This is an optimization exercise on Yosys and OpenROAD, whose aim is small area, not a production implementation. Where RTL was checked, it was by simulation tests only, not by an equivalence proof against the original. No functional check of the RTL was part of runs 2 and 5. Power is estimated from default activity; no workload was simulated.

<file path="design.v">
`default_nettype none
package tinyrv1_pkg;
  localparam logic [31:0] reset_pc = 32'h0000_0200;
  localparam int unsigned reg_aw  = 5;    
  localparam int unsigned rd_lsb  = 7;
  localparam int unsigned rs1_lsb = 15;
  localparam int unsigned rs2_lsb = 20;
  localparam logic [31:0] op_add  = 32'b0000000_?????_?????_000_?????_0110011;
  localparam logic [31:0] op_addi = 32'b????????????_?????_000_?????_0010011;
  localparam logic [31:0] op_mul  = 32'b0000001_?????_?????_000_?????_0110011;
  localparam logic [31:0] op_lw   = 32'b????????????_?????_010_?????_0000011;
  localparam logic [31:0] op_sw   = 32'b???????_?????_?????_010_?????_0100011;
  localparam logic [31:0] op_jal  = 32'b????????????????????_?????_1101111;
  localparam logic [31:0] op_jr   = 32'b000000000000_?????_000_00000_1100111;  
  localparam logic [31:0] op_bne  = 32'b???????_?????_?????_001_?????_1100011;
  typedef struct packed {
    logic add;
    logic addi;
    logic mul;
    logic lw;
    logic sw;
    logic jal;
    logic jr;
    logic bne;
  } op_class_t;
  typedef enum logic [1:0] {
    imm_i,
    imm_s,
    imm_j,
    imm_b
  } imm_type_e;
  typedef enum logic [1:0] {
    pc_plus4,
    pc_jal,    
    pc_jr,     
    pc_br      
  } pc_sel_e;
  typedef enum logic [1:0] {
    byp_rf,
    byp_x,
    byp_m,
    byp_w
  } byp_sel_e;
  typedef enum logic {wb_result, wb_load} wb_sel_e;
  typedef enum logic {res_alu, res_mul} result_sel_e;
  typedef enum logic {op2_rf, op2_imm} op2_sel_e;
  typedef enum logic {op1_rf, op1_pc} op1_sel_e;    
  typedef enum logic {mem_read, mem_write} mem_type_e;
endpackage
`default_nettype wire
`default_nettype none
import tinyrv1_pkg::*;
module proc_decode (
  input  logic [31:0]            inst,
  output tinyrv1_pkg::op_class_t cls
);
  always_comb begin
    cls = '0;
    casez (inst)
      op_add:  cls.add  = 1'b1;
      op_addi: cls.addi = 1'b1;
      op_mul:  cls.mul  = 1'b1;
      op_lw:   cls.lw   = 1'b1;
      op_sw:   cls.sw   = 1'b1;
      op_jal:  cls.jal  = 1'b1;
      op_jr:   cls.jr   = 1'b1;
      op_bne:  cls.bne  = 1'b1;
      default: ;
    endcase
  end
endmodule
`default_nettype wire
`default_nettype none
module proc_regfile (
  input  logic       clk,
  input  logic [4:0] raddr0,
  output logic       rbit0,
  input  logic [4:0] raddr1,
  output logic       rbit1,
  input  logic       wen,
  input  logic [4:0] waddr,
  input  logic       wbit
);
  logic [31:0] tap;
  assign tap[0] = 1'b0;    
  for (genvar r = 1; r < 32; r++) begin : g_reg
    logic [31:0] q;
    always_ff @(posedge clk) begin
      q <= {(wen && waddr == 5'(r)) ? wbit : q[0], q[31:1]};
    end
    assign tap[r] = q[0];
  end
  assign rbit0 = tap[raddr0];
  assign rbit1 = tap[raddr1];
endmodule
`default_nettype wire
`default_nettype none
import tinyrv1_pkg::*;
module proc (
  input  logic        clk,
  input  logic        rst,
  output logic        imemreq_val,
  output logic [31:0] imemreq_addr,
  input  logic [31:0] imemresp_data,
  output logic        dmemreq_val,
  output logic        dmemreq_type,    
  output logic [31:0] dmemreq_addr,
  output logic [31:0] dmemreq_wdata,
  input  logic [31:0] dmemresp_rdata
);
  logic [4:0]  ph;
  logic [1:0]  pass;
  logic        init;
  logic [31:1] pc;
  logic [31:0] s;
  logic [31:0] w;
  logic [30:0] c;        
  logic        cx;       
  logic        cp;       
  logic        diff;     
  logic [31:0] inst;
  tinyrv1_pkg::op_class_t cls;
  logic        other;
  logic        last_ph;
  logic        first_ph;
  assign inst     = imemresp_data;
  assign last_ph  = (ph == 5'd31);
  assign first_ph = (ph == 5'd0);
  proc_decode decode_i (.inst(inst), .cls(cls));
  assign other = !(cls.add | cls.addi | cls.mul | cls.lw | cls.sw | cls.jal | cls.jr | cls.bne);
  logic a;         
  logic b;         
  logic pcb;       
  logic four;      
  logic imm;       
  logic wbit;
  logic wen;
  proc_regfile rf_i (
    .clk    (clk),
    .raddr0 (inst[19:15]),
    .rbit0  (a),
    .raddr1 (inst[24:20]),
    .rbit1  (b),
    .wen    (wen),
    .waddr  (inst[11:7]),
    .wbit   (wbit)
  );
  assign pcb  = first_ph ? 1'b0 : pc[ph];
  assign four = (ph == 5'd2);
  always_comb begin
    imm = inst[31];
    if (cls.jal) begin
      if (first_ph)        imm = 1'b0;
      else if (ph < 5'd11) imm = inst[5'd20 + ph];
      else if (ph == 5'd11) imm = inst[20];
      else if (ph < 5'd20) imm = inst[ph];
    end else if (cls.bne) begin
      if (first_ph)        imm = 1'b0;
      else if (ph < 5'd5)  imm = inst[5'd7 + ph];
      else if (ph < 5'd11) imm = inst[5'd20 + ph];
      else if (ph == 5'd11) imm = inst[7];
    end else if (cls.sw) begin
      if (ph < 5'd5)       imm = inst[5'd7 + ph];
      else if (ph < 5'd12) imm = inst[5'd20 + ph];
    end else begin
      if (ph < 5'd12)      imm = inst[5'd20 + ph];
    end
  end
  logic xa, xb, xsum, xco;
  logic pb, psum, pco;
  logic xci, pci;
  assign xa  = cls.jal ? pcb : a;
  assign xb  = cls.add ? b : cls.jal ? four : imm;
  assign xci = first_ph ? 1'b0 : cx;
  assign {xco, xsum} = xa + xb + xci;
  assign pb  = (cls.jal || (cls.bne && pass == 2'd0)) ? imm : four;
  assign pci = first_ph ? 1'b0 : cp;
  assign {pco, psum} = pcb + pb + pci;
  always_ff @(posedge clk) begin
    cx <= xco;
    cp <= pco;
  end
  logic taken;
  logic done;      
  logic mul_en;    
  assign taken = (first_ph ? 1'b0 : diff) | (a ^ b);
  always_ff @(posedge clk) diff <= taken;
  always_comb begin
    if (init)
      done = 1'b1;
    else case (pass)
      2'd0:    done = cls.add | cls.addi | cls.jal | cls.jr | other | (cls.bne & taken);
      2'd1:    done = cls.lw | cls.sw | cls.bne;
      default: done = 1'b1;
    endcase
  end
  always_ff @(posedge clk) begin
    if (rst) begin
      ph   <= 5'd0;
      pass <= 2'd0;
      init <= 1'b1;
    end else begin
      ph <= ph + 5'd1;
      if (last_ph) begin
        pass <= done ? 2'd0 : pass + 2'd1;
        init <= 1'b0;
      end
    end
  end
  assign mul_en = !init && cls.mul && pass == 2'd1;
  logic mul_out;
  always_comb begin
    wen  = 1'b0;
    wbit = xsum;
    if (!init) begin
      if (pass == 2'd0 && (cls.add | cls.addi | cls.jal)) wen = 1'b1;
      if (pass == 2'd1 && cls.lw)  begin wen = 1'b1; wbit = w[0]; end
      if (pass == 2'd1 && cls.mul) begin wen = 1'b1; wbit = mul_out; end
    end
  end
  logic s_in;
  always_comb begin
    if (init)                                   s_in = (ph == 5'd9);    
    else if (cls.mul && pass != 2'd2)           s_in = 1'b0;
    else if ((cls.lw | cls.sw) && pass == 2'd0) s_in = xsum;
    else if (cls.jr)                            s_in = a & !first_ph;
    else                                        s_in = psum;
  end
  logic [31:0] pp;
  logic [31:0] cc;
  logic [31:0] sum;
  assign pp = (mul_en && a) ? w : 32'd0;
  assign cc = {1'b0, c};
  for (genvar i = 0; i < 32; i++) begin : g_mul
    assign sum[i] = s[i] ^ cc[i] ^ pp[i];
  end
  always_ff @(posedge clk) begin
    for (int i = 0; i < 31; i++)
      c[i] <= mul_en & ((s[i] & cc[i]) | (s[i] & pp[i]) | (cc[i] & pp[i]));
  end
  assign mul_out = sum[0];
  always_ff @(posedge clk) begin
    s <= {s_in, sum[31:1]};
  end
  logic w_ld;
  logic w_hold;
  assign w_ld   = !init && cls.lw && pass == 2'd0 && last_ph;
  assign w_hold = mul_en;
  always_ff @(posedge clk) begin
    if (w_ld)        w <= dmemresp_rdata;
    else if (!w_hold) w <= {b, w[31:1]};
  end
  always_ff @(posedge clk) begin
    if (last_ph && done) pc <= {s_in, s[31:2]};
  end
  assign imemreq_val  = 1'b1;
  assign imemreq_addr = {pc, 1'b0};
  assign dmemreq_val   = !init && pass == 2'd0 && last_ph && (cls.lw | cls.sw);
  assign dmemreq_type  = cls.sw;
  assign dmemreq_addr  = {s_in, s[31:1]};
  assign dmemreq_wdata = {b, w[31:1]};
endmodule
`default_nettype wire
</file>
<file path="constraint.sdc">
create_clock -name core_clock -period 10.0 [get_ports {clk}]
set_input_delay 2.0000 -clock core_clock [delete_from_list [all_inputs] [get_ports {clk}]]
set_output_delay 2.0000 -clock core_clock [all_outputs]
set_load 0.01 [all_outputs]
</file>
<file path="config.mk">
export PLATFORM = sky130hd
export DESIGN_NAME = proc
export DESIGN_NICKNAME = proc
export VERILOG_FILES = /design/flow/design.v
export SDC_FILE = /design/flow/constraint.sdc
export NUM_CORES = 4
export LEC_CHECK = 0
export CAP_MARGIN = 20
export CORE_MARGIN = 2
export CORE_UTILIZATION = 40
export SLEW_MARGIN = 20
</file>
<file path="run.sh">
#!/bin/bash
# synth_recipe.tcl (not shown) runs the flow's synth.tcl, then flattens the netlist and writes it again
# the make line also repeats each setting of config.mk as NAME=value (left out here)
make -C /OpenROAD-flow-scripts/flow DESIGN_CONFIG=/design/flow/config.mk WORK_HOME=/design/flow/orfs CLKGATE_MAP_FILE= SYNTH_SCRIPT=/design/flow/synth_recipe.tcl finish
</file>
==> metrics.md, run 1 <==
| Metric | Value |
|---|---|
| Core area | `70100 um2` |
| Register area share after synthesis | `0.819` |
| Slowest cell on crit path | `dfxtp_1` |
| Worst clock skew | `40.8 ps` |
| Crit-path cells | `inv_1, ha_1, buf_4, mux4_2, mux4_2, o21ai_0, o211a_1, o22ai_1, fa_1, nor2_1, o41ai_1, buf_4, clkdlybuf4s50_1` |
| Leftover overflow at the end of global routing | `0` |
| Launching instance or port of the critical path | `ph[1]` |
| DRC Markers | `0` |
| Global placement routability congestion | `0.858` |
| Total setup violations reported at the end of the flow | `0` |
| Die Ht | `between 200 and 300 um` |
| Crit path DAT | `6250 ps` |
| Min Clock Period, post-route | `8250 ps` |
| Hold-fix buffers, CTS | `0` |
| Worst setup path class | `flop to output port` |
| Cell Area, Synth | `between 20000 and 30000 um2` |
| Sinks on the clock net | `1129` |
| Tightest Pin Transition | `899 ps` |
| Stages on worst setup path | `13` |
| Reg2Reg Setup Slack | `approximately 4700 ps` |
| Most frequent cell after synthesis | `dfxtp_1` |
| Post-synth EDFFs | `63` |
| Crit path buffers/inverters | `4` |
| Clock latency on the worst-skew pair | `650 ps` |
| Full die area | `73000 um2` |
| Maximum buffer depth of the clock tree | `3` |
| Worst max-slew margin expressed relative to the limit | `0.400` |
| Antenna violations before repair | `6` |
| Count of H-tree levels built during CTS | `3` |
| Timing endpoint of the critical path | `dmemreq_addr[31]` |
| List of most frequent post-synthesis cells | `1066 x dfxtp_1, 71 x buf_4, 69 x and2_1` |
| Largest fanout on the critical path | `17` |
| Library cells used by synthesis | `between 60 and 70` |
| Max Transition Viols Final | `0` |
| Number of DRC markers in iteration 0 | `just over 600` |
| Cell type contributing the most total cell area after synthesis | `dfxtp_1` |
| Async S/R FF share, synth | `0` |
| Number of CTS-inserted buffers | `103` |
| Data required time of the worst path | `8000 ps` |
| WL/cell | `between 15 and 20 um` |
| Fraction of final layout cells with drive strength greater than 1 | `0.137` |
| Placed wire-length estimate after detailed placement | `30600 um` |
| Dominant delay contributor by cell family on the critical path | `buffers and inverters` |
| Post-CTS resize count | `0` |
| Number of global-route vias before repair | `13071` |
| Synthesized instance count | `1723` |
| First-pass iteration count of the detailed router | `5` |
| Startpoint type of the worst setup path | `flop` |
| Routed WL | `47000 um` |
| VDD IR-drop max | `around 0.00016 V` |
| Worst Hold Class | `flop to flop` |
| Combined global-route utilization of all metal layers | `0.131` |
| Final Hold Vio Count | `0` |
| Number of routed nets with antenna violations | `0` |
| Synth Area per Inst | `16.5 um2` |
| Status | `complete, no violations` |
| Number of nets in the final layout | `2003` |
| Initial Util | `0.404` |
| Synthesized flop and latch total | `1129` |
| Final Cycle Share | `0.825` |
| Antenna diodes | `0` |
| RSZ-0062 raised after global routing | `no` |
| CTS clk-pin slew, worst paths | `60 ps` |
| Clock tree from TritonCTS | `yes` |
| Post-route setup TNS | `0 ps` |
| Input/output buffers | `162` |
| Global-route wire length before repair | `74500 um` |
| Destination of the worst register-to-register timing path | `rf_i.g_reg[28].q[31]` |
| YS warnings | `11` |
| Area growth from synthesis to final layout | `20.0%` |
| Number of maximum-capacitance violations | `0` |
| Crit. End Element | `output port` |
| Layout Utilization | `0.485` |
| Yosys top cell area share | `0.753` |
| Pin count of the biggest net entering global routing | `35` |
| Number of top-level design ports | `165` |
| Beginning of the worst register-to-register path | `ph[1]` |
| Pwr per Cell Area | `254 nW/um2` |
| Total vias in the final route | `12556` |
| Highest attainable clock frequency | `0.121 GHz` |
| Leakage | `between 10 and 15 nW` |
| CTS root buffer | `clkbuf_16` |
| Most used flip-flop cell after synthesis | `dfxtp_1` |
| CP max stage delay | `a little over 900 ps` |
| Site Rows | `97` |
| Chip Width | `270 um` |
| Count of fill cells added during filler insertion | `5988` |
| Top cells by area, synth | `dfxtp_1 75%, edfxtp_1 6.7%, mux4_2 2.9%` |
| Worst Reg2Reg Path Length in Cells | `12` |
| Vias per std cell | `4.30` |
| Post-CTS Setup Inserts | `0` |
==> how the worst min path moves through the flow <==
| stage | start | endpoint | cells past startpoint |
|---|---|---|---|
| 6_report | rf_i.g_reg[27].q[6] | rf_i.g_reg[27].q[5] | 0 |
| 5_1_grt | rf_i.g_reg[7].q[30] | rf_i.g_reg[7].q[29] | 0 |
| 4_1_cts | rf_i.g_reg[14].q[15] | rf_i.g_reg[14].q[14] | 0 |
| 3_5_place_dp | rf_i.g_reg[26].q[21] | rf_i.g_reg[26].q[20] | 0 |
| 3_3_place_gp | rf_i.g_reg[8].q[26] | rf_i.g_reg[8].q[25] | 0 |
| 2_1_floorplan | rf_i.g_reg[10].q[1] | rf_i.g_reg[10].q[0] | 0 |
==> per-layer routing <==
metal	track usage	routed length (um)	up-vias
met2	0.197	20700	337
met1	0.175	21700	6109
li1	-	-	6002
met4	0.0532	1460	2
met5	0	13	-
met3	0.0435	3170	106
==> stage by stage <==
| stage | hold slack, ps | worst slack, ps | cell area [um2] | cells | power [mW] |
|---|---|---|---|---|---|
| floorplan | 310 | 3260 | 28400 | 1723 | 4.79 |
| global placement | 310 | 1790 | 30500 | 2727 | 4.87 |
| detailed placement | 312 | 1850 | 30500 | 2727 | 4.87 |
| CTS | 296 | 1600 | 34000 | 2918 | 8.77 |
| global route | 302 | 1430 | 34000 | 2918 | 8.97 |
| finish | 302 | 1750 | 34000 | 2918 | 8.65 |
==> state kept, by name, summed over array words and instances (netlist names) <==
name,flops
pc,31
w,32
diff,1
s,32
pass,2
ph,5
init,1
cx,1
cp,1
rf_i.g.q,992
c,31
==> cell usage in the layout, fill, tap and decap left out, types with 9 or more instances in the layout <==
cell type	n
clkbuf_16	105
nand3b_1	9
nand2_1	33
nand3_1	21
o31ai_1	21
clkbuf_1	19
clkbuf_8	20
and2_1	69
buf_4	10
dfxtp_1	1065
clkinv_2	22
o21ai_0	29
ha_1	12
mux2i_1	14
fa_1	33
mux4_2	36
nor2_1	28
clkdlybuf4s50_1	162
mux2_2	42
inv_1	15
edfxtp_1	63
==> kinds of logic (layout without fill, tap and decap cells) <==
logic type      count (synthesis)  count (layout)  share of synthesized area
compound gates                 97              97                     0.0240
xor+xnor                       11              11                    0.00340
fa+ha+maj                      45              45                     0.0286
buf+inv                       124             379                     0.0271
flops                        1129            1129                      0.819
mux                            97              97                     0.0527
other cells                     2               2                   0.000265
simple gates                  218             218                     0.0445
==> where the power goes <==
part	switching, mW	internal, mW	leakage (nW)
clock network	1.60	2.28	1.72
logic	0.106	0.102	2.33
registers	0.0123	4.55	9.23
total	1.72	6.93	13.3
==> cell type report <==
class,instances,area (um2),area share
flip-flops and latches,1129,23200,0.683
multi-input cells,470,4350,0.128
clock buffers,144,2970,0.0874
repair buffers,172,1700,0.0499
well taps,940,1180,0.0346
clock inverters,47,532,0.0156
inverters,16,60.1,0.00177
==> run 2, diff against run 1 <==
--- a/design.v
+++ b/design.v
@@ -214,17 +214,17 @@
     wbit = xsum;
     if (!init) begin
       if (pass == 2'd0 && (cls.add | cls.addi | cls.jal)) wen = 1'b1;
-      if (pass == 2'd1 && cls.lw)  begin wen = 1'b1; wbit = w[0]; end
+      if (pass == 2'd1 && cls.lw)  begin wen = 1'b1; wbit = dmemresp_rdata[ph]; end
       if (pass == 2'd1 && cls.mul) begin wen = 1'b1; wbit = mul_out; end
     end
   end
   logic s_in;
   always_comb begin
-    if (init)                                   s_in = (ph == 5'd9);    
-    else if (cls.mul && pass != 2'd2)           s_in = 1'b0;
-    else if ((cls.lw | cls.sw) && pass == 2'd0) s_in = xsum;
-    else if (cls.jr)                            s_in = a & !first_ph;
-    else                                        s_in = psum;
+    if (init)                         s_in = (ph == 5'd9);    
+    else if (cls.mul && pass != 2'd2) s_in = 1'b0;
+    else if (cls.sw && pass == 2'd0)  s_in = b;
+    else if (cls.jr)                  s_in = a & !first_ph;
+    else                              s_in = psum;
   end
   logic [31:0] pp;
   logic [31:0] cc;
@@ -242,22 +242,21 @@
   always_ff @(posedge clk) begin
     s <= {s_in, sum[31:1]};
   end
-  logic w_ld;
   logic w_hold;
-  assign w_ld   = !init && cls.lw && pass == 2'd0 && last_ph;
-  assign w_hold = mul_en;
-  always_ff @(posedge clk) begin
-    if (w_ld)        w <= dmemresp_rdata;
-    else if (!w_hold) w <= {b, w[31:1]};
+  logic w_in;
+  assign w_hold = mul_en || (!init && cls.lw && (pass == 2'd1 || last_ph));
+  assign w_in   = cls.mul ? b : xsum;
+  always_ff @(posedge clk) begin
+    if (!w_hold) w <= {w_in, w[31:1]};
   end
   always_ff @(posedge clk) begin
     if (last_ph && done) pc <= {s_in, s[31:2]};
   end
   assign imemreq_val  = 1'b1;
   assign imemreq_addr = {pc, 1'b0};
-  assign dmemreq_val   = !init && pass == 2'd0 && last_ph && (cls.lw | cls.sw);
+  assign dmemreq_val   = !init && ((cls.sw && pass == 2'd0 && last_ph) || (cls.lw && pass == 2'd1));
   assign dmemreq_type  = cls.sw;
-  assign dmemreq_addr  = {s_in, s[31:1]};
-  assign dmemreq_wdata = {b, w[31:1]};
+  assign dmemreq_addr  = {w_in, w[31:1]};
+  assign dmemreq_wdata = {s_in, s[31:1]};
 endmodule
 `default_nettype wire
--- a/config.mk
+++ b/config.mk
@@ -7,5 +7,8 @@
 export LEC_CHECK = 0
 export CAP_MARGIN = 20
 export CORE_MARGIN = 2
-export CORE_UTILIZATION = 40
+export CORE_UTILIZATION = 60
+export CTS_BUF_LIST = sky130_fd_sc_hd__clkbuf_8
+export CTS_CLUSTER_DIAMETER = 80
+export CTS_CLUSTER_SIZE = 20
 export SLEW_MARGIN = 20
==> run 2 against run 1 <==
Worst setup slack gained 230 ps. Largest cell class unchanged. Area after synthesis shrank 0.24%. Design area shrank 8.5%. Sequential power grew 2%. Still clean. Highest routed layer unchanged. Total power shrank 20%. Register-to-register slack lost 540 ps. Synthesized cell count grew 2.2%. Largest power group unchanged.
==> metrics.md, run 2 <==
| Metric | Value |
|---|---|
| Leftover overflow at the end of global routing | `0 (unchanged)` |
| Synthesized instance count | `1761 (+2.2%)` |
| Crit-path cells | `clkdlybuf4s50_1, mux4_2, nand2b_1, o211ai_1, nand4_1, o22ai_1, a21oi_1, fa_1, inv_1, o21ai_0, clkdlybuf4s50_1` |
| Fraction of final layout cells with drive strength greater than 1 | `0.0692 (-0.0678)` |
| Power Total | `6.89 mW (-20%)` |
| Count of fill cells added during filler insertion | `3305 (-45%)` |
| Highest attainable clock frequency | `0.125 GHz (+2.8%)` |
| Yosys top cell area share | `0.754 (+0.00180)` |
| Min Clock Period, post-route | `8020 ps (-228 ps)` |
| Global-route wire length before repair | `70100 um (-5.9%)` |
| Post-CTS resize count | `0 (unchanged)` |
| Full die area | `48900 um2 (-33%)` |
| Worst max-slew margin expressed relative to the limit | `0.351 (-0.0486)` |
| Reg with most FFs | `rf_i.g.q` |
| Number of DRC markers in iteration 0 | `674 (+9.1%)` |
| Top cells by area, synth | `dfxtp_1 75%, edfxtp_1 6.7%, fa_1 2.3%` |
| Async S/R FF share, synth | `0 (unchanged)` |
| Input/output buffers | `162 (unchanged)` |
| CP max stage delay | `1110 ps (+200 ps)` |
| Clock latency on the worst-skew pair | `670 ps (+20 ps)` |
| Most frequent cell after synthesis | `dfxtp_1` |
| List of most frequent post-synthesis cells | `1066 x dfxtp_1, 69 x buf_4, 63 x edfxtp_1` |
| Most frequent cells in the layout | `1065 x dfxtp_1, 162 x clkdlybuf4s50_1, 68 x clkbuf_8` |
| Combined global-route utilization of all metal layers | `0.185 (+0.0533)` |
| Slowest cell on crit path | `clkdlybuf4s50_1` |
| Total vias in the final route | `12376 (-1.4%)` |
| Cell Area, Synth | `28300 um2 (-0.24%)` |
| Status | `complete, no violations` |
| Largest fanout on the critical path | `18 (+1)` |
| Number of placed instances, taps included | `2431 (-11%)` |
| Beginning of the worst register-to-register path | `ph[1]` |
| Maximum buffer depth of the clock tree | `3 (unchanged)` |
| Site Rows | `79 (-19%)` |
| Number of global-route vias before repair | `12655 (-3.2%)` |
| Antenna violations before repair | `4 (-2)` |
| First-pass iteration count of the detailed router | `5 (unchanged)` |
| Register area share after synthesis | `0.821 (+0.00196)` |
| Worst clock skew | `31.9 ps (-8.85 ps)` |
| Launching instance or port of the critical path | `imemresp_data[21]` |
| Crit. End Element | `output port` |
| Pin count of the biggest net entering global routing | `63 (+80%)` |
| Area growth from synthesis to final layout | `10.0%` |
| Number of CTS-inserted buffers | `67 (-35%)` |
| CTS clk-pin slew, worst paths | `110 ps (+50 ps)` |
| Most common cell after layout, fill and taps aside | `dfxtp_1` |
| Startpoint type of the worst setup path | `input port` |
| Number of nets in the final layout | `2004 (+0.050%)` |
| DRC Markers | `0 (unchanged)` |
| RSZ-0062 raised after global routing | `no` |
| Registers with the most flip-flops | `rf_i.g.q: 992 flops, s: 32 flops, w: 32 flops` |
| YS warnings | `11 (unchanged)` |
| Library cells used by synthesis | `60 (-12%)` |
| Global placement routability congestion | `0.846 (-1.4%)` |
| Cell type contributing the most total cell area after synthesis | `dfxtp_1` |
| Hold WS | `317 ps (+14.4 ps)` |
| Final Cycle Share | `0.802 (-0.0228)` |
| Final Hold Vio Count | `0 (unchanged)` |
| Origin of the worst min-delay path | `rf_i.g_reg[14].q[26]` |
| Placed wire-length estimate after detailed placement | `29000 um (-5.4%)` |
| Data required time of the worst path | `8000 ps (about the same)` |
| Post-synth EDFFs | `63 (unchanged)` |
| Antenna diodes | `0 (unchanged)` |
| Tightest Pin Transition | `970 ps (+71.1 ps)` |
| Leakage | `12.3 nW (-7.6%)` |
| CTS root buffer | `clkbuf_8` |
| Area occupied by registers | `23200 um2 (unchanged)` |
| Crit path DAT | `6020 ps (-230 ps)` |
| Synth Area per Inst | `16.1 um2 (-2.4%)` |
| Core area | `46600 um2 (-34%)` |
| Die Ht | `221 um (-18%)` |
| Post-route design area | `31100 um2 (-8.5%)` |
| Number of maximum-capacitance violations | `0 (unchanged)` |
| Number of standard cells in the final layout excluding fillers | `2515 (-14%)` |
| Post-CTS Setup Inserts | `0 (unchanged)` |
| Area occupied by multi-input gates | `4330 um2 (-0.43%)` |
| Pwr per Cell Area | `221 nW/um2 (-13%)` |
| Initial Util | `0.608 (+0.203)` |
| Most used flip-flop cell after synthesis | `dfxtp_1` |
| Post-route setup TNS | `0 ps (unchanged)` |
| Vias per std cell | `4.92 (+14%)` |
| Sinks on the clock net | `1129 (unchanged)` |
| Routed WL | `44000 um (-6.4%)` |
| Count of H-tree levels built during CTS | `3 (unchanged)` |
| Synthesized flop and latch total | `1129 (unchanged)` |
| Flip-flop count of the largest register after layout | `992 (unchanged)` |
| Total setup violations reported at the end of the flow | `0 (unchanged)` |
| Hold-fix buffers, CTS | `0 (unchanged)` |
| Cell area reported after detailed placement | `30100 um2 (-1.4%)` |
| Worst setup path class | `input port to output port` |
| Number of routed nets with antenna violations | `0 (unchanged)` |
| WL/cell | `17.5 um (+8.6%)` |
| Chip Width | `221 um (-18%)` |
| VDD IR-drop max | `0.000201 V (+28%)` |
| Clock tree from TritonCTS | `yes` |
| Worst Hold Class | `flop to flop` |
| Number of top-level design ports | `165 (unchanged)` |
| Most repeated library cell on the critical path | `clkdlybuf4s50_1` |
| Max Transition Viols Final | `0 (unchanged)` |
run 2: cell types whose count changed in the layout (fill, tap and decap cells not counted), sizes merged, moves of 8 or more:
cell | before | now
a22oi | 0 | 9
and2 | 71 | 41
and3 | 1 | 33
clkbuf | 144 | 68
clkinv | 29 | 1
mux2 | 46 | 9
mux2i | 14 | 52
mux4 | 37 | 28
nand4 | 7 | 15
nor2b | 5 | 16
o21ai | 29 | 39
run 2: worst paths after layout:
path | cells after the start | endpoint | slack, ps
hold / removal | 0 | rf_i.g_reg[14].q[25] | 320
hold reg to reg | 0 | rf_i.g_reg[14].q[25] | 320
setup / recovery | 11 | dmemreq_addr[31] | 1980
setup reg to reg | 14 | rf_i.g_reg[5].q[31] | 4120
run 2: through the flow:
step                       util  setup WS, ps
after floorplan               -          3260
after global placement    0.646          2070
after detailed placement  0.646          2050
after CTS                 0.669          1920
after global routing      0.669          1670
final                     0.669          1980
run 2: final cells by class:
type,count,area share
Sequential cell,1129,0.746
Multi-Input combinational cell,508,0.139
Timing Repair Buffer,173,0.0547
Clock buffer,68,0.0301
Tap cell,607,0.0244
Clock inverter,16,0.00354
Inverter,14,0.00169
run 2: logic make-up after synthesis:
logic type | count (synthesis) | share of synthesized area
AND/OR/NAND/NOR | 244 | 0.0483
flip-flops | 1129 | 0.821
buffers and inverters | 124 | 0.0260
AO/OA/AOI/OAI | 120 | 0.0288
adder cells (fa/ha/maj) | 45 | 0.0287
other | 2 | 0.000265
XOR/XNOR | 8 | 0.00248
multiplexers | 89 | 0.0443
run 2: critical path, delay by kind of cell:
kind / cells / cell delay, ps
muxes: 1 / 420
adders and majority gates: 1 / 490
AOI/OAI and AO/OA: 4 / 820
and+or+nand+nor: 2 / 470
buffers and inverters: 3 / 1810
run 2: per-layer routing:
layer	up-vias	wire length (um)	global-route usage
met5	-	30	0
met4	4	954	0.0554
met2	285	19400	0.280
met3	79	2940	0.0603
li1	6016	-	-
met1	5992	20800	0.256
run 2: where the power goes:
group          total (mW)  internal [mW]  switching, mW
registers            4.66           4.61         0.0488
clock network        1.87          0.639           1.23
logic               0.357          0.187          0.171
total                6.89           5.44           1.45
==> run 3, diff against run 2 <==
--- a/design.v
+++ b/design.v
@@ -114,7 +114,6 @@
   logic [31:1] pc;
   logic [31:0] s;
   logic [31:0] w;
-  logic [30:0] c;        
   logic        cx;       
   logic        cp;       
   logic        diff;     
@@ -226,21 +225,37 @@
     else if (cls.jr)                  s_in = a & !first_ph;
     else                              s_in = psum;
   end
+  localparam int G = 8;
   logic [31:0] pp;
-  logic [31:0] cc;
-  logic [31:0] sum;
+  logic [31:0] sig;
+  logic [31:0] s_nx;
+  logic [3:0]  ci;
+  logic [3:0]  co;
   assign pp = (mul_en && a) ? w : 32'd0;
-  assign cc = {1'b0, c};
-  for (genvar i = 0; i < 32; i++) begin : g_mul
-    assign sum[i] = s[i] ^ cc[i] ^ pp[i];
-  end
-  always_ff @(posedge clk) begin
-    for (int i = 0; i < 31; i++)
-      c[i] <= mul_en & ((s[i] & cc[i]) | (s[i] & pp[i]) | (cc[i] & pp[i]));
-  end
-  assign mul_out = sum[0];
-  always_ff @(posedge clk) begin
-    s <= {s_in, sum[31:1]};
+  always_comb begin
+    logic cy;
+    for (int g = 0; g < 32 / G; g++) begin
+      cy = (g == 0) ? 1'b0 : ci[g];
+      for (int i = g * G; i < g * G + G; i++) begin
+        sig[i] = s[i] ^ pp[i] ^ cy;
+        cy     = (s[i] & pp[i]) | (s[i] & cy) | (pp[i] & cy);
+      end
+      co[g] = cy;
+    end
+  end
+  always_comb begin
+    s_nx = {s_in, sig[31:1]};
+    for (int g = 0; g < 32 / G - 1; g++)
+      s_nx[g * G + G - 1] = sig[g * G + G] ^ co[g];
+  end
+  always_ff @(posedge clk) begin
+    ci[0] <= 1'b0;
+    for (int g = 1; g < 32 / G; g++)
+      ci[g] <= mul_en & sig[g * G] & co[g - 1];
+  end
+  assign mul_out = sig[0];
+  always_ff @(posedge clk) begin
+    s <= s_nx;
   end
   logic w_hold;
   logic w_in;
==> run 3 against run 2 <==
Worst setup slack worse by 150 ps. Maximum frequency fell by 1.9%. Total power down 3.7%. Register-to-register slack improved by 220 ps. Sequential power fell by 3%. Highest routed layer is now met4. Critical endpoint is now dmemreq_wdata[31]. Critical path depth rose by 3. Sequential share of layout area rose by 0.36 points. Area after synthesis shrank 2.8%. Critical path type unchanged.
==> metrics.md, run 3 <==
| Metric | Value |
|---|---|
| CTS clk-pin slew, worst paths | `120 ps (about the same)` |
| Largest fanout on the critical path | `11 (-7)` |
| Synthesized instance count | `1643 (-6.7%)` |
| Vias per std cell | `4.82 (-2.1%)` |
| Startpoint type of the worst setup path | `input port` |
| Min Clock Period, post-route | `8170 ps (+152 ps)` |
| Maximum buffer depth of the clock tree | `3 (unchanged)` |
| Post-CTS Setup Inserts | `0 (unchanged)` |
| Origin of the worst min-delay path | `rf_i.g_reg[6].q[1]` |
| Slowest cell on crit path | `clkdlybuf4s50_1` |
| Clock tree from TritonCTS | `yes` |
| VDD IR-drop max | `0.000168 V (-16%)` |
| List of most frequent post-synthesis cells | `1038 x dfxtp_1, 68 x buf_4, 63 x edfxtp_1` |
| Crit path buffers/inverters | `2 (-1)` |
| Area growth from synthesis to final layout | `9.97% (about the same)` |
| Synthesized flop and latch total | `1101 (-2.5%)` |
| Number of global-route vias before repair | `11796 (-6.8%)` |
| Global-route wire length before repair | `65100 um (-7.1%)` |
| Number of CTS-inserted buffers | `61 (-9.0%)` |
| Cell type contributing the most total cell area after synthesis | `dfxtp_1` |
| Most frequent cell after synthesis | `dfxtp_1` |
| Leakage | `11.8 nW (-4.1%)` |
| Crit. End Element | `output port` |
| Flip-flop count of the largest register after layout | `992 (unchanged)` |
| Data required time of the worst path | `8000 ps (about the same)` |
| Combined global-route utilization of all metal layers | `0.180 (-0.00506)` |
| Cell area reported after detailed placement | `29300 um2 (-2.7%)` |
| Worst Hold Class | `flop to flop` |
| Final Cycle Share | `0.817 (+0.0152)` |
| Yosys top cell area share | `0.756 (+0.00141)` |
| Top cells by area, synth | `dfxtp_1 76%, edfxtp_1 6.9%, mux4_2 3.6%` |
| Most used flip-flop cell after synthesis | `dfxtp_1` |
| Post-synth EDFFs | `63 (unchanged)` |
| First-pass iteration count of the detailed router | `4 (-1)` |
| Reg with most FFs | `rf_i.g.q` |
| Number of top-level design ports | `165 (unchanged)` |
| Cell Area, Synth | `27500 um2 (-2.8%)` |
| DRC Markers | `0 (unchanged)` |
| Register area share after synthesis | `0.825 (+0.00335)` |
| Area occupied by registers | `22700 um2 (-2.4%)` |
| Total vias in the final route | `11495 (-7.1%)` |
| Tightest Pin Transition | `1010 ps (+41.1 ps)` |
| Highest attainable clock frequency | `0.122 GHz (-1.9%)` |
| Most common cell after layout, fill and taps aside | `dfxtp_1` |
| WL/cell | `17.6 um (+0.78%)` |
| Dominant delay contributor by cell family on the critical path | `buffers and inverters` |
| Input/output buffers | `162 (unchanged)` |
| Post-Place Setup Slack | `1610 ps (-440 ps)` |
| CP max stage delay | `910 ps (-200 ps)` |
| Worst clock skew | `29.5 ps (-2.37 ps)` |
| Count of H-tree levels built during CTS | `2 (-1)` |
| Final Hold Vio Count | `0 (unchanged)` |
| Post-CTS resize count | `0 (unchanged)` |
| Pwr per Cell Area | `219 nW/um2 (-0.89%)` |
| Core area | `45300 um2 (-2.7%)` |
| Count of fill cells added during filler insertion | `3125 (-5.4%)` |
| Max Transition Viols Final | `0 (unchanged)` |
| Crit path DAT | `6170 ps (+150 ps)` |
| Die Ht | `218 um (-1.4%)` |
| Leftover overflow at the end of global routing | `0 (unchanged)` |
| Number of maximum-capacitance violations | `0 (unchanged)` |
| Most frequent cells in the layout | `1037 x dfxtp_1, 162 x clkdlybuf4s50_1, 63 x edfxtp_1` |
| Library cells used by synthesis | `61 (+1.7%)` |
| Placed wire-length estimate after detailed placement | `28600 um (-1.2%)` |
| Crit-path cells | `clkdlybuf4s50_1, mux2i_1, a22oi_1, nand3_1, and4_1, a211oi_1, nor2_1, a211o_1, fa_1, nor2_1, a31o_2, mux2i_1, o32ai_1, clkdlybuf4s50_1` |
| Number of nets in the final layout | `1887 (-5.8%)` |
| Area occupied by multi-input gates | `4090 um2 (-5.7%)` |
| Status | `complete, no violations` |
| Pin count of the biggest net entering global routing | `38 (-40%)` |
| Worst max-slew margin expressed relative to the limit | `0.317 (-0.0345)` |
| RSZ-0062 raised after global routing | `no` |
| Global placement routability congestion | `0.846 (about the same)` |
| Beginning of the worst register-to-register path | `rf_i.g_reg[28].q[0]` |
| Minimum setup slack in the final design | `1830 ps (-152 ps)` |
| CTS root buffer | `clkbuf_8` |
| Fraction of final layout cells with drive strength greater than 1 | `0.0924 (+0.0233)` |
| Number of DRC markers in iteration 0 | `523 (-22%)` |
| Full die area | `47600 um2 (-2.8%)` |
| Async S/R FF share, synth | `0 (unchanged)` |
| Post-route design area | `30200 um2 (-2.9%)` |
| Total setup violations reported at the end of the flow | `0 (unchanged)` |
| Launching instance or port of the critical path | `imemresp_data[15]` |
| Routed WL | `42100 um (-4.4%)` |
| Clock latency on the worst-skew pair | `680 ps (about the same)` |
| Post-route setup TNS | `0 ps (unchanged)` |
| YS warnings | `11 (unchanged)` |
| Number of routed nets with antenna violations | `0 (unchanged)` |
| Initial Util | `0.607 (about the same)` |
| Antenna violations before repair | `2 (-2)` |
| Worst setup path class | `input port to output port` |
| Hold-fix buffers, CTS | `0 (unchanged)` |
| Sinks on the clock net | `1101 (-2.5%)` |
| Synth Area per Inst | `16.7 um2 (+4.2%)` |
| Site Rows | `78 (-1.3%)` |
| Chip Width | `218 um (-1.4%)` |
| Registers with the most flip-flops | `rf_i.g.q: 992 flops, s: 32 flops, w: 32 flops` |
## run 3: changes by cell type after synthesis, sizes merged, moves of 19 or more
cell	previous run	this run
mux2i	52	29
and3	33	3
o21ai	39	8
o31ai	27	0
clkbuf	32	12
mux2	9	41
nand2	35	54
dfxtp	1066	1038
## run 3: area by class of cell
type	instances	area share
Inverter	31	0.00385
Clock inverter	11	0.00323
Timing Repair Buffer	166	0.0546
Tap cell	600	0.0248
Sequential cell	1101	0.750
Clock buffer	62	0.0282
Multi-Input combinational cell	414	0.135
Antenna cell	2	0.000166
## run 3: metal layers
metal  vias to the layer above  GRT usage  routed length (um)
li1                       5555          -                   -
met1                      5654      0.246               19700
met2                       209      0.280               19200
met3                        77     0.0425                1990
met4                         0     0.0687                1220
met5                         -          0                   0
## run 3: cell families after synthesis
logic type	synth area share
buf+inv	0.0273
xor+xnor	0.00441
flops	0.825
simple gates	0.0355
fa+ha+maj	0.0297
mux	0.0634
other cells	0.000273
compound gates	0.0149
## run 3: through the flow
stage          power (mW)  cells  hold slack, ps   util
2_1_floorplan        4.84   1643             310      -
3_3_place_gp         4.97   2312             310  0.646
3_5_place_dp         4.97   2312             312  0.646
4_1_cts              6.71   2385             321  0.667
5_1_grt              6.90   2386             330  0.668
6_report             6.63   2387             324  0.668
## run 3: worst paths after layout
path	end	slack, ps	cells after the start
max	dmemreq_wdata[31]	1830	14
min	rf_i.g_reg[6].q[0]	320	0
max reg2reg	ci[1]	4340	15
min reg2reg	rf_i.g_reg[6].q[0]	320	0
## run 3: report_power, final
| group | switching (mW) | internal [mW] | total (mW) |
|---|---|---|---|
| logic | 0.156 | 0.176 | 0.332 |
| registers | 0.0431 | 4.49 | 4.54 |
| clock network | 1.17 | 0.595 | 1.76 |
| total | 1.37 | 5.26 | 6.63 |
==> run 4, diff against run 3 <==
==> flow/run.sh (new file) <==
#!/bin/bash
# The standard layout (standard.sh), with two changes: the ports are
# buffered with the smallest buffer, and the clock tree uses clkbuf_8 leaf
# clusters of up to 20 flip-flops without dummy loads.
set -e
export BUFFER_PORTS_ARGS="-buffer_cell sky130_fd_sc_hd__buf_1"
export CTS_ARGS="-sink_clustering_enable -repair_clock_nets -dont_use_dummy_load -buf_list sky130_fd_sc_hd__clkbuf_8 -sink_clustering_size 20 -sink_clustering_max_diameter 80"
bash standard.sh > standard.log 2>&1
==> standard.sh (new file) <==
#!/bin/bash
# synth_recipe.tcl (not shown) runs the flow's synth.tcl, then flattens the netlist and writes it again
# the make line also repeats each setting of config.mk as NAME=value (left out here)
make -C /OpenROAD-flow-scripts/flow DESIGN_CONFIG=/design/flow/config.mk WORK_HOME=/design/flow/orfs CLKGATE_MAP_FILE= SYNTH_SCRIPT=/design/flow/synth_recipe.tcl "${@:-finish}"
removed: run.sh
==> run 4 against run 3 <==
Largest cell class unchanged. Flip-flop and latch count unchanged. Total power decreased by 1.2%. Register-to-register slack is essentially flat. Wire length down 2.4%. Highest routed layer unchanged. Still clean on timing, DRC and antenna. Critical endpoint unchanged. Sequential power hardly changed. Die area is the same. Synthesized cell count stayed put. Non-clock buffer count rose by 2.
==> metrics.md, run 4 <==
| Metric | Value |
|---|---|
| Status | `complete, no violations` |
| Flip-flop count of the largest register after layout | `992 (unchanged)` |
| Launching instance or port of the critical path | `imemresp_data[15]` |
| Area growth from synthesis to final layout | `6.18%` |
| Crit. End Element | `output port` |
| Full die area | `47600 um2 (unchanged)` |
| Number of nets in the final layout | `1894 (+0.37%)` |
| Post-CTS resize count | `0 (unchanged)` |
| Number of top-level design ports | `165 (unchanged)` |
| Clock tree from TritonCTS | `yes` |
| Highest attainable clock frequency | `0.135 GHz (+11%)` |
| Top cells by area, synth | `dfxtp_1 76%, edfxtp_1 6.9%, mux4_2 3.6%` |
| Worst Hold Class | `flop to flop` |
| Yosys top cell area share | `0.756 (unchanged)` |
| Chip Width | `218 um (unchanged)` |
| Crit path buffers/inverters | `2 (unchanged)` |
| Routed WL | `41100 um (-2.4%)` |
| Largest fanout on the critical path | `11 (unchanged)` |
| CTS root buffer | `clkbuf_8` |
| Fraction of final layout cells with drive strength greater than 1 | `0.0927 (+0.000260)` |
| Pin count of the biggest net entering global routing | `38 (unchanged)` |
| Input/output buffers | `162 (unchanged)` |
| Hold-fix buffers, CTS | `0 (unchanged)` |
| Number of routed nets with antenna violations | `0 (unchanged)` |
| Origin of the worst min-delay path | `rf_i.g_reg[26].q[21]` |
| Crit path DAT | `5380 ps (-790 ps)` |
| Most common cell after layout, fill and taps aside | `dfxtp_1` |
| Most frequent cell after synthesis | `dfxtp_1` |
| CP max stage delay | `540 ps (-370 ps)` |
| RSZ-0062 raised after global routing | `no` |
| Max Transition Viols Final | `0 (unchanged)` |
| Final Hold Vio Count | `0 (unchanged)` |
| Number of DRC markers in iteration 0 | `575 (+9.9%)` |
| Dominant delay contributor by cell family on the critical path | `compound AO/OA/AOI/OAI gates` |
| Hold WS | `249 ps (-75.4 ps)` |
| Final Cycle Share | `0.738 (-0.0789)` |
| Site Rows | `78 (unchanged)` |
| Synthesized flop and latch total | `1101 (unchanged)` |
| Global placement routability congestion | `0.829 (-2.0%)` |
| Async S/R FF share, synth | `0 (unchanged)` |
| Combined global-route utilization of all metal layers | `0.178 (-0.00196)` |
| Post-Place Setup Slack | `1930 ps (+327 ps)` |
| Total setup violations reported at the end of the flow | `0 (unchanged)` |
| Vias per std cell | `4.83 (+0.25%)` |
| Post-route setup TNS | `0 ps (unchanged)` |
| WL/cell | `17.2 um (-2.3%)` |
| Synth Area per Inst | `16.7 um2 (unchanged)` |
| Registers with the most flip-flops | `rf_i.g.q: 992 flops, s: 32 flops, w: 32 flops` |
| Clock latency on the worst-skew pair | `660 ps (-20 ps)` |
| DRC Markers | `0 (unchanged)` |
| Core area | `45300 um2 (unchanged)` |
| Worst setup path class | `input port to output port` |
| Data required time of the worst path | `8000 ps (about the same)` |
| Min Clock Period, post-route | `7380 ps (-789 ps)` |
| Placed wire-length estimate after detailed placement | `27400 um (-4.3%)` |
| Startpoint type of the worst setup path | `input port` |
| Leftover overflow at the end of global routing | `0 (unchanged)` |
| Maximum buffer depth of the clock tree | `3 (unchanged)` |
| Initial Util | `0.607 (unchanged)` |
| YS warnings | `11 (unchanged)` |
| Most frequent cells in the layout | `1037 x dfxtp_1, 162 x buf_1, 66 x clkbuf_8` |
| List of most frequent post-synthesis cells | `1038 x dfxtp_1, 68 x buf_4, 63 x edfxtp_1` |
| Minimum setup slack in the final design | `2620 ps (+789 ps)` |
| Post-synth EDFFs | `63 (unchanged)` |
| Reg with most FFs | `rf_i.g.q` |
| Leakage | `11.3 nW (-3.8%)` |
| Number of global-route vias before repair | `11615 (-1.5%)` |
| Tightest Pin Transition | `1040 ps (+27.9 ps)` |
| Number of maximum-capacitance violations | `0 (unchanged)` |
| Die Ht | `218 um (unchanged)` |
| Sinks on the clock net | `1101 (unchanged)` |
| Post-CTS Setup Inserts | `0 (unchanged)` |
| Worst clock skew | `64.4 ps (+34.8 ps)` |
| Most used flip-flop cell after synthesis | `dfxtp_1` |
| Number of CTS-inserted buffers | `66 (+8.2%)` |
| Beginning of the worst register-to-register path | `rf_i.g_reg[12].q[0]` |
| First-pass iteration count of the detailed router | `5 (+1)` |
| CTS clk-pin slew, worst paths | `110 ps (about the same)` |
| Crit-path cells | `buf_1, mux2i_1, a22oi_1, nand3_1, and4_1, a211oi_1, nor2_1, a211o_1, fa_1, nor2_1, a31o_2, mux2i_1, o32ai_1, buf_1` |
| Total vias in the final route | `11505 (+0.087%)` |
| Slowest cell on crit path | `buf_1` |
| Count of H-tree levels built during CTS | `3 (+1)` |
| Worst max-slew margin expressed relative to the limit | `0.301 (-0.0158)` |
| Pwr per Cell Area | `224 nW/um2 (+2.3%)` |
| Cell type contributing the most total cell area after synthesis | `dfxtp_1` |
| Library cells used by synthesis | `61 (unchanged)` |
| Global-route wire length before repair | `63800 um (-2.0%)` |
| Register area share after synthesis | `0.825 (unchanged)` |
| VDD IR-drop max | `0.000183 V (+9.0%)` |
| Antenna violations before repair | `2 (unchanged)` |
| Layout Utilization | `0.645 (-0.0230)` |
| Synthesized instance count | `1643 (unchanged)` |
| Cell Area, Synth | `27500 um2 (unchanged)` |
[run 4: cell count changes in the layout (fill, tap and decap cells not counted), sizes merged]
cell           delta
buf             +164
bufinv            -1
clkbuf            +4
clkdlybuf4s50   -162
clkinv            -3
clkinvlp          -1
diode             +1
inv               -6
[run 4: cell families after synthesis]
family	share of synthesized area
buffers and inverters	0.0273
and+or+nand+nor	0.0355
muxes	0.0634
other	0.000273
DFF	0.825
adders and majority gates	0.0297
AOI/OAI and AO/OA	0.0149
xor gates and xnor gates	0.00441
[run 4: worst paths after layout]
path,endpoint,depth (start not counted),slack (ps)
setup reg to reg,ci[1],15,4350
hold / removal,rf_i.g_reg[26].q[20],0,250
setup / recovery,dmemreq_wdata[31],14,2620
hold reg to reg,rf_i.g_reg[26].q[20],0,250
[run 4: through the flow]
stage	total power, mW	instance area, um2	cells
after floorplan	4.84	27500	1643
after global placement	4.89	28300	2314
after detailed placement	4.89	28300	2314
after CTS	6.64	29200	2380
after global routing	6.81	29200	2382
final	6.55	29200	2383
[run 4: per-layer routing]
metal,wire (um),share of wire,global-route usage
met4,1540,0.037,0.0834
met3,1980,0.048,0.0439
met1,19400,0.47,0.246
met2,18200,0.44,0.266
met5,0,0,0
[run 4: area by class of cell]
type	count	area (um2)
Fill cell	3279	16100
Sequential cell	1101	22700
Clock buffer	66	908
Multi-Input combinational cell	414	4080
Timing Repair Buffer	168	653
Inverter	31	116
Antenna cell	3	7.51
Tap cell	600	751
[run 4: where the power goes]
part	internal [mW]	total (mW)	switching, mW
sequential	4.49	4.54	0.0440
combinational	0.0954	0.248	0.153
clock	0.600	1.76	1.16
total	5.19	6.55	1.36
==> run 5, diff against run 4 <==
--- a/design.v
+++ b/design.v
@@ -109,9 +109,10 @@
   input  logic [31:0] dmemresp_rdata
 );
   logic [4:0]  ph;
-  logic [1:0]  pass;
+  logic        pass;
   logic        init;
-  logic [31:1] pc;
+  logic [31:0] r;
+  logic [11:2] f;
   logic [31:0] s;
   logic [31:0] w;
   logic        cx;       
@@ -119,14 +120,12 @@
   logic        diff;     
   logic [31:0] inst;
   tinyrv1_pkg::op_class_t cls;
-  logic        other;
   logic        last_ph;
   logic        first_ph;
   assign inst     = imemresp_data;
   assign last_ph  = (ph == 5'd31);
   assign first_ph = (ph == 5'd0);
   proc_decode decode_i (.inst(inst), .cls(cls));
-  assign other = !(cls.add | cls.addi | cls.mul | cls.lw | cls.sw | cls.jal | cls.jr | cls.bne);
   logic a;         
   logic b;         
   logic pcb;       
@@ -144,35 +143,34 @@
     .waddr  (inst[11:7]),
     .wbit   (wbit)
   );
-  assign pcb  = first_ph ? 1'b0 : pc[ph];
+  assign pcb  = r[0];
   assign four = (ph == 5'd2);
   always_comb begin
     imm = inst[31];
     if (cls.jal) begin
-      if (first_ph)        imm = 1'b0;
-      else if (ph < 5'd11) imm = inst[5'd20 + ph];
+      if (first_ph)         imm = 1'b0;
+      else if (ph < 5'd11)  imm = inst[5'd20 + ph];
       else if (ph == 5'd11) imm = inst[20];
-      else if (ph < 5'd20) imm = inst[ph];
+      else if (ph < 5'd20)  imm = inst[ph];
     end else if (cls.bne) begin
-      if (first_ph)        imm = 1'b0;
-      else if (ph < 5'd5)  imm = inst[5'd7 + ph];
-      else if (ph < 5'd11) imm = inst[5'd20 + ph];
+      if (first_ph)         imm = 1'b0;
+      else if (ph < 5'd5)   imm = inst[5'd7 + ph];
+      else if (ph < 5'd11)  imm = inst[5'd20 + ph];
       else if (ph == 5'd11) imm = inst[7];
     end else if (cls.sw) begin
-      if (ph < 5'd5)       imm = inst[5'd7 + ph];
-      else if (ph < 5'd12) imm = inst[5'd20 + ph];
+      if (ph < 5'd5)        imm = inst[5'd7 + ph];
+      else if (ph < 5'd12)  imm = inst[5'd20 + ph];
     end else begin
-      if (ph < 5'd12)      imm = inst[5'd20 + ph];
-    end
-  end
-  logic xa, xb, xsum, xco;
-  logic pb, psum, pco;
-  logic xci, pci;
-  assign xa  = cls.jal ? pcb : a;
-  assign xb  = cls.add ? b : cls.jal ? four : imm;
+      if (ph < 5'd12)       imm = inst[5'd20 + ph];
+    end
+  end
+  logic xa, xb, xsum, xco, xci;
+  logic pb, psum, pco, pci;
+  assign xa  = (cls.jal | cls.bne) ? pcb : a;
+  assign xb  = cls.add ? b : (cls.jal | cls.bne) ? four : imm;
   assign xci = first_ph ? 1'b0 : cx;
   assign {xco, xsum} = xa + xb + xci;
-  assign pb  = (cls.jal || (cls.bne && pass == 2'd0)) ? imm : four;
+  assign pb  = (cls.jal | cls.bne) ? imm : four;
   assign pci = first_ph ? 1'b0 : cp;
   assign {pco, psum} = pcb + pb + pci;
   always_ff @(posedge clk) begin
@@ -184,47 +182,46 @@
   logic mul_en;    
   assign taken = (first_ph ? 1'b0 : diff) | (a ^ b);
   always_ff @(posedge clk) diff <= taken;
-  always_comb begin
-    if (init)
-      done = 1'b1;
-    else case (pass)
-      2'd0:    done = cls.add | cls.addi | cls.jal | cls.jr | other | (cls.bne & taken);
-      2'd1:    done = cls.lw | cls.sw | cls.bne;
-      default: done = 1'b1;
-    endcase
-  end
+  assign done = init | pass | !(cls.lw | cls.mul | (cls.bne & !taken));
   always_ff @(posedge clk) begin
     if (rst) begin
       ph   <= 5'd0;
-      pass <= 2'd0;
+      pass <= 1'b0;
       init <= 1'b1;
     end else begin
       ph <= ph + 5'd1;
       if (last_ph) begin
-        pass <= done ? 2'd0 : pass + 2'd1;
+        pass <= !done;
         init <= 1'b0;
       end
     end
   end
-  assign mul_en = !init && cls.mul && pass == 2'd1;
+  assign mul_en = !init && cls.mul && pass;
   logic mul_out;
   always_comb begin
     wen  = 1'b0;
     wbit = xsum;
     if (!init) begin
-      if (pass == 2'd0 && (cls.add | cls.addi | cls.jal)) wen = 1'b1;
-      if (pass == 2'd1 && cls.lw)  begin wen = 1'b1; wbit = dmemresp_rdata[ph]; end
-      if (pass == 2'd1 && cls.mul) begin wen = 1'b1; wbit = mul_out; end
-    end
+      if (!pass && (cls.add | cls.addi | cls.jal)) wen = 1'b1;
+      if (pass && cls.lw)  begin wen = 1'b1; wbit = dmemresp_rdata[ph]; end
+      if (pass && cls.mul) begin wen = 1'b1; wbit = mul_out; end
+    end
+  end
+  logic r_in;
+  always_comb begin
+    if (init)      r_in = (ph == 5'd9);    
+    else if (pass) r_in = cls.bne ? s[0] : r[0];
+    else if (cls.jr) r_in = a & !first_ph;
+    else           r_in = psum;
+  end
+  always_ff @(posedge clk) begin
+    r <= {r_in, r[31:1]};
+  end
+  always_ff @(posedge clk) begin
+    if (last_ph && done) f <= r[12:3];
   end
   logic s_in;
-  always_comb begin
-    if (init)                         s_in = (ph == 5'd9);    
-    else if (cls.mul && pass != 2'd2) s_in = 1'b0;
-    else if (cls.sw && pass == 2'd0)  s_in = b;
-    else if (cls.jr)                  s_in = a & !first_ph;
-    else                              s_in = psum;
-  end
+  assign s_in = cls.sw ? b : cls.bne ? xsum : 1'b0;
   localparam int G = 8;
   logic [31:0] pp;
   logic [31:0] sig;
@@ -259,17 +256,14 @@
   end
   logic w_hold;
   logic w_in;
-  assign w_hold = mul_en || (!init && cls.lw && (pass == 2'd1 || last_ph));
+  assign w_hold = mul_en || (!init && cls.lw && (pass || last_ph));
   assign w_in   = cls.mul ? b : xsum;
   always_ff @(posedge clk) begin
     if (!w_hold) w <= {w_in, w[31:1]};
   end
-  always_ff @(posedge clk) begin
-    if (last_ph && done) pc <= {s_in, s[31:2]};
-  end
   assign imemreq_val  = 1'b1;
-  assign imemreq_addr = {pc, 1'b0};
-  assign dmemreq_val   = !init && ((cls.sw && pass == 2'd0 && last_ph) || (cls.lw && pass == 2'd1));
+  assign imemreq_addr = {20'd0, f, 2'b00};
+  assign dmemreq_val   = !init && ((cls.sw && !pass && last_ph) || (cls.lw && pass));
   assign dmemreq_type  = cls.sw;
   assign dmemreq_addr  = {w_in, w[31:1]};
   assign dmemreq_wdata = {s_in, s[31:1]};
==> run 5 against run 4 <==
Clock power about the same. Total power is 0.71% higher. Design area decreased by 1.1%. Die area down 0.66%. Global-route usage shrank 0.86 points. First-iteration DRC count is 16% lower. Worst setup slack improved by 43 ps. Wire length decreased by 5.0%. Count of clock-buffer cells in the layout up 1. Via count is 5.1% lower. Worst hold slack gained 21 ps.
==> metrics.md, run 5 <==
| Metric | Value |
|---|---|
| Input/output buffers | `141 (-13%)` |
| WL/cell | `16.6 um (-3.6%)` |
| Pin count of the biggest net entering global routing | `33 (-13%)` |
| Highest attainable clock frequency | `0.136 GHz (+0.59%)` |
| Worst clock skew | `86.8 ps (+22.4 ps)` |
| Crit. End Element | `output port` |
| CTS clk-pin slew, worst paths | `100 ps (about the same)` |
| Worst setup path class | `input port to output port` |
| Launching instance or port of the critical path | `imemresp_data[25]` |
| Startpoint type of the worst setup path | `input port` |
| Number of top-level design ports | `165 (unchanged)` |
| Count of H-tree levels built during CTS | `3 (unchanged)` |
| Clock latency on the worst-skew pair | `650 ps (about the same)` |
| Antenna violations before repair | `0 (-2)` |
| First-pass iteration count of the detailed router | `4 (-1)` |
| Number of DRC markers in iteration 0 | `483 (-16%)` |
| Clock tree from TritonCTS | `yes` |
| Full die area | `47200 um2 (-0.66%)` |
| Number of CTS-inserted buffers | `67 (+1.5%)` |
| Most common cell after layout, fill and taps aside | `dfxtp_1` |
| List of most frequent post-synthesis cells | `1069 x dfxtp_1, 88 x buf_4, 44 x mux4_2` |
| Minimum setup slack in the final design | `2660 ps (+43.3 ps)` |
| Site Rows | `78 (unchanged)` |
| Worst Reg2Reg Path Length in Cells | `15 (unchanged)` |
| Number of standard cells in the final layout excluding fillers | `2348 (-1.5%)` |
| Min Clock Period, post-route | `7340 ps (-43.3 ps)` |
| Post-CTS Setup Inserts | `0 (unchanged)` |
| YS warnings | `11 (unchanged)` |
| Vias per std cell | `4.65 (-3.6%)` |
| Top cells by area, synth | `dfxtp_1 78%, edfxtp_1 4.6%, mux4_2 3.6%` |
| Placed wire-length estimate after detailed placement | `25800 um (-5.7%)` |
| Largest fanout on the critical path | `9 (-2)` |
| Reg2Reg Setup Slack | `4860 ps (+510 ps)` |
| Most used flip-flop cell after synthesis | `dfxtp_1` |
| Post-route setup TNS | `0 ps (unchanged)` |
| Cell Area, Synth | `27300 um2 (-0.67%)` |
| Number of maximum-capacitance violations | `0 (unchanged)` |
| Post-Place Setup Slack | `2350 ps (+415 ps)` |
| Chip Width | `217 um (-0.33%)` |
| Post-CTS resize count | `0 (unchanged)` |
| Die Ht | `217 um (-0.33%)` |
| Total setup violations reported at the end of the flow | `0 (unchanged)` |
| Global placement routability congestion | `0.810 (-2.3%)` |
| Crit path DAT | `5340 ps (-40 ps)` |
| Fraction of final layout cells with drive strength greater than 1 | `0.0923 (-0.000433)` |
| Power Total | `6.60 mW (+0.71%)` |
| Synthesized flop and latch total | `1111 (+0.91%)` |
| Most frequent cell after synthesis | `dfxtp_1` |
| Yosys top cell area share | `0.784 (+0.0278)` |
| Status | `complete, no violations` |
| Leftover overflow at the end of global routing | `0 (unchanged)` |
| Timing endpoint of the critical path | `dmemreq_addr[31]` |
| Async S/R FF share, synth | `0 (unchanged)` |
| Sinks on the clock net | `1111 (+0.91%)` |
| Total vias in the final route | `10923 (-5.1%)` |
| Synth Area per Inst | `16.7 um2 (about the same)` |
| Tightest Pin Transition | `830 ps (-209 ps)` |
| Flip-flop count of the largest register after layout | `992 (unchanged)` |
| Post-route design area | `28900 um2 (-1.1%)` |
| Worst max-slew margin expressed relative to the limit | `0.446 (+0.145)` |
| Global-route wire length before repair | `60600 um (-5.1%)` |
| Routed WL | `39000 um (-5.0%)` |
| Synthesized instance count | `1632 (-0.67%)` |
| Initial Util | `0.604 (-0.00276)` |
| Destination of the worst register-to-register timing path | `ci[1]` |
| Data required time of the worst path | `8000 ps (about the same)` |
| Beginning of the worst register-to-register path | `rf_i.g_reg[24].q[0]` |
| CTS root buffer | `clkbuf_8` |
| DRC Markers | `0 (unchanged)` |
| Area growth from synthesis to final layout | `5.70%` |
| Most frequent cells in the layout | `1069 x dfxtp_1, 141 x buf_1, 67 x clkbuf_8` |
| VDD IR-drop max | `0.000187 V (+2.3%)` |
| Cell type contributing the most total cell area after synthesis | `dfxtp_1` |
| Number of routed nets with antenna violations | `0 (unchanged)` |
| Register area share after synthesis | `0.830 (+0.00519)` |
| Origin of the worst min-delay path | `rf_i.g_reg[24].q[20]` |
| Number of global-route vias before repair | `10889 (-6.3%)` |
| Pwr per Cell Area | `229 nW/um2 (+1.8%)` |
| Maximum buffer depth of the clock tree | `3 (unchanged)` |
| Library cells used by synthesis | `62 (+1.6%)` |
| Leakage | `11.3 nW (about the same)` |
| Post-synth EDFFs | `42 (-33%)` |
| Max Transition Viols Final | `0 (unchanged)` |
| Core area | `45200 um2 (-0.22%)` |
| Hold WS | `270 ps (+20.6 ps)` |
| Final Hold Vio Count | `0 (unchanged)` |
| Number of placed instances, taps included | `2277 (-1.6%)` |
| Combined global-route utilization of all metal layers | `0.169 (-0.00861)` |
| Cell area reported after detailed placement | `27900 um2 (-1.2%)` |
| RSZ-0062 raised after global routing | `no` |
| Final Cycle Share | `0.734 (-0.00433)` |
| Worst Hold Class | `flop to flop` |
| Hold-fix buffers, CTS | `0 (unchanged)` |
| Reg with most FFs | `rf_i.g.q` |
| Number of nets in the final layout | `1855 (-2.1%)` |
| Layout Utilization | `0.639 (-0.00584)` |
[run 5: layout make-up]
class | count | area, um2
diodes | 3 | 7.51
inverters | 18 | 67.6
well taps | 600 | 751
fillers | 3259 | 16300
clock buffers | 67 | 922
multi-input cells | 400 | 3870
flip-flops and latches | 1111 | 22700
repair buffers | 149 | 589
[run 5: how the worst min path moves through the flow]
stage,end,slack [ps],depth (start not counted)
2_1_floorplan,r[0],310,0
4_1_cts,rf_i.g_reg[24].q[19],250,0
5_1_grt,rf_i.g_reg[24].q[19],250,0
3_3_place_gp,rf_i.g_reg[10].q[18],310,0
3_5_place_dp,rf_i.g_reg[12].q[30],310,0
6_report,rf_i.g_reg[24].q[19],270,0
[run 5: worst max-delay path, cell delays in order]
cell and delay [ps]:
buf_1 270, mux4_2 530, mux2i_1 250, mux2i_1 140, a2111oi_2 570, a2111oi_0 250, nor3_1 330, fa_1 540
mux2i_1 270, buf_1 190
[run 5: power breakdown]
group,switching (mW),internal [mW]
sequential,0.0498,4.54
clock,1.16,0.608
combinational,0.151,0.0879
[run 5: kinds of logic after synthesis]
group | after synthesis | synth area share
AO/OA/AOI/OAI | 39 | 0.0111
adder cells (fa/ha/maj) | 42 | 0.0280
multiplexers | 91 | 0.0551
flip-flops | 1111 | 0.830
XOR/XNOR | 12 | 0.00385
buffers and inverters | 142 | 0.0324
other | 2 | 0.000275
AND/OR/NAND/NOR | 193 | 0.0394
[run 5: metal layers]
layer / GRT usage / part of all wire / routed length [um] / vias up
li1: - / - / - / 5371
met1: 0.246 / 0.50 / 19600 / 5261
met2: 0.252 / 0.43 / 16700 / 233
met3: 0.0330 / 0.047 / 1830 / 58
met4: 0.0664 / 0.024 / 954 / 0
met5: 0 / 0 / 0 / -

[port drivers added, routing unchanged]
No port has a modelled driver above. Below, the same layouts with a new extraction and two added sets of constraints.
Step 1 assumes that a clkbuf_16 drives the clock port and a buf_2 every other input.
Step 2 adds t to the input delays and takes it off the output delays; t is the mean of the earliest and latest rising clock arrival at the registers after step 1. Input paths then give back, and output paths get back, about the clock's delay inside the block.
a / b / c = no drivers / after step 1 / after step 2; a / b = the first two.
| run | shift t [ns] | setup slack, ns | clock arrival spread, ns |
|---|---|---|---|
| run 1 | 0.691 | 1.754 / 1.691 / 1.727 | 0.042 / 0.041 |
| run 2 | 0.704 | 1.982 / 1.902 / 1.902 | 0.032 / 0.032 |
| run 3 | 0.718 | 1.830 / 1.752 / 1.667 | 0.030 / 0.030 |
| run 4 | 0.672 | 2.620 / 2.511 / 2.020 | 0.091 / 0.090 |
| run 5 | 0.656 | 2.663 / 2.642 / 2.458 | 0.087 / 0.087 |
After both steps setup and hold are still met in every run listed. The setup slack of run 4, which loses most, moves by -0.109 ns with the drivers and by -0.600 ns with both steps.
